Background: an optimization exercise with open tools, aiming at a short achievable clock period and few clock cycles per item. Do not read the settings as production practice. The clock port is modelled as an ideal driver, which makes a skipped or thinned clock tree look cheaper than it is; a real chip needs a root buffer or a tree. Power figures rest on the tool's default switching activity, not on a simulated workload.

## framebuffer_center_or_nn_scale_addr_top
module framebuffer_center_or_nn_scale_addr_top #(
    parameter int unsigned MAX_CANVAS_DIM = 1024
) (
    input  logic        clk,
    input  logic        rst_n,
    input  logic        psel,
    input  logic        penable,
    input  logic        pwrite,
    input  logic [4:0]  paddr,
    input  logic [31:0] pwdata,
    output logic [31:0] prdata,
    output logic        pready,
    input  logic        req_valid,
    output logic        req_ready,
    input  logic        buffer_select,
    output logic        rsp_valid,
    input  logic        rsp_ready,
    output logic        status,
    output logic [19:0] source_index,
    output logic [19:0] dest_index,
    output logic        frame_last,
    output logic [31:0] control_word
);
==> flow/config.mk <==
export PLATFORM = sky130hd
export DESIGN_NAME = framebuffer_center_or_nn_scale_addr_top
export DESIGN_NICKNAME = framebuffer_center_or_nn_scale_addr_top
export VERILOG_FILES = /design/flow/design.v
export SDC_FILE = /design/flow/constraint.sdc
export NUM_CORES = 4
export LEC_CHECK = 0
export ABC_CLOCK_PERIOD_IN_PS = 2700
export CAP_MARGIN = 20
export CORE_MARGIN = 2
export CORE_UTILIZATION = 40
export SLEW_MARGIN = 20
==> flow/constraint.sdc <==
create_clock -name core_clock -period 10.0 [get_ports {clk}]
set_input_delay 2.0000 -clock core_clock [delete_from_list [all_inputs] [get_ports {clk}]]
set_output_delay 2.0000 -clock core_clock [all_outputs]
set_load 0.01 [all_outputs]
standard.sh (not shown) runs the stock make flow with config.mk's settings and CLKGATE_MAP_FILE= SYNTH_SCRIPT=/design/flow/synth_recipe.tcl, a recipe that flattens the netlist after the stock synthesis.
==> flow/flow/run.sh <==
#!/bin/bash
# Standard ORFS layout with two changes:
#  - timing repair aims at a shorter period than the clock's (repair_timing's
#    setup margin, from flow/margin.txt);
#  - the clock tree is a balanced two-level buffer tree built by
#    flow/clock_tree.tcl in place of TritonCTS (hooked in as PRE_CTS_TCL).
# All make/OpenROAD output goes to make.log; ORFS keeps per-step logs under orfs/logs.
set -euo pipefail
HERE=$(pwd)
MARGIN=$(cat flow/margin.txt)
bash standard.sh SETUP_SLACK_MARGIN=$MARGIN PRE_CTS_TCL=$HERE/flow/clock_tree.tcl finish > make.log 2>&1
Other scripts of this flow, unchanged in this note and not shown: flow/flow/clock_tree.tcl, flow/flow/margin.txt
The first run finished with timing, DRC and antenna clean.
Next try:
--- a/flow/design.v
+++ b/flow/design.v
@@ -515,54 +515,61 @@
             res = {1'b0, src_c, dst_c, r_last, r_ctrl};
         end
     end
     logic [PayW-1:0] q_mem [0:QDepth-1];
     logic [2:0]      wp_reg, rp_reg;
     logic [2:0]      qc_reg;
     logic            ov_reg;
     logic [PayW-1:0] o_reg;
     logic            pop;
-    logic [2:0]      wp_p1, rp_p1, rp_nx;
+    logic [2:0]      wp_p1, rp1_reg;
+    logic [PayW-1:0] head0, head1, headp;
     logic [2:0]      qc_p1, qc_m1;
     logic            qc_ge1, qc_ge2;
     assign wp_p1   = (wp_reg == 3'(QDepth - 1)) ? 3'd0 : wp_reg + 1'b1;
-    assign rp_p1   = (rp_reg == 3'(QDepth - 1)) ? 3'd0 : rp_reg + 1'b1;
     assign qc_p1   = qc_reg + 1'b1;
     assign qc_m1   = qc_reg - 1'b1;
     assign qc_ge1  = (qc_reg != 3'd0);
     assign qc_ge2  = (qc_reg >= 3'd2);
     assign pop     = ov_reg && rsp_ready;
     assign rsp_pop = pop;
-    assign rp_nx   = pop ? rp_p1 : rp_reg;
+    assign head0   = q_mem[rp_reg];
+    assign head1   = q_mem[rp1_reg];
+    assign headp   = ov_reg ? head1 : head0;
     always_ff @(posedge clk)
     begin
         if (r_valid)
         begin
             q_mem[wp_reg] <= res;
         end
-        o_reg <= q_mem[rp_nx];
+        o_reg <= rsp_ready ? headp : head0;
     end
     always_ff @(posedge clk or negedge rst_n)
     begin
         if (!rst_n)
         begin
             wp_reg <= '0;
             rp_reg <= '0;
+            rp1_reg <= 3'd1;
             qc_reg <= '0;
             ov_reg <= 1'b0;
         end
         else
         begin
             if (r_valid)
             begin
                 wp_reg <= wp_p1;
             end
-            rp_reg <= rp_nx;
+            if (pop)
+            begin
+                rp_reg  <= rp1_reg;
+                rp1_reg <= (rp1_reg == 3'(QDepth - 1)) ? 3'd0 : rp1_reg + 1'b1;
+            end
             qc_reg <= pop ? (r_valid ? qc_reg : qc_m1) : (r_valid ? qc_p1 : qc_reg);
             ov_reg <= pop ? qc_ge2 : qc_ge1;
         end
     end
     assign rsp_valid    = ov_reg;
     assign status       = o_reg[PayW-1];
     assign source_index = o_reg[PayW-2 -: IdxW];
     assign dest_index   = o_reg[PayW-2-IdxW -: IdxW];
     assign frame_last   = o_reg[CountW+1];
What happened:
- routed wire length grows by roughly a tenth
- utilization goes up by 0.18 points
- power climbs by a few percent
- synthesized cell count goes up by a few percent
- first-iteration DRC count increases by roughly a tenth
- cell area came out higher by a few percent
- synthesized area went up by a few percent
No run of this note included a check of the RTL's function; only the layout flow was run. In every run of this note, the design's own scripts or RTL, not TritonCTS, make the clock network.

## port drivers added, routing unchanged
The flow's constraints put no driver on any port. The routed layouts listed below were extracted and timed again, unchanged, in two steps. Step 1: set_driving_cell puts a clkbuf_16 on clk and a buf_2 on each other input, an assumption about the parent block. Step 2 moves the port delays by t, midway between the first and last clock arrival at a register: inputs arrive t later, outputs are due t later. That takes back most of the time a late clock gives input paths. Slacks: ideal ports / drivers / drivers and shift; pairs: ideal ports / drivers.
| run | t, ns | setup slack, ns | hold WS [ns] | slew at the worst register clock pin (ns) | worst slew at a driven data input, ns |
|---|---|---|---|---|---|
| the first run | 0.590 | 6.631 / 6.730 / 6.140 | 0.326 / 0.326 / 0.326 | 0.10 / 0.10 | 0.06 |
| the second run | 0.591 | 6.924 / 6.780 / 6.652 | 0.327 / 0.327 / 0.327 | 0.10 / 0.10 | 0.07 |
After both steps setup and hold are still met in every run listed. The setup slack of the first run, which loses most, moves by +0.099 ns with the drivers and by -0.491 ns with both steps.
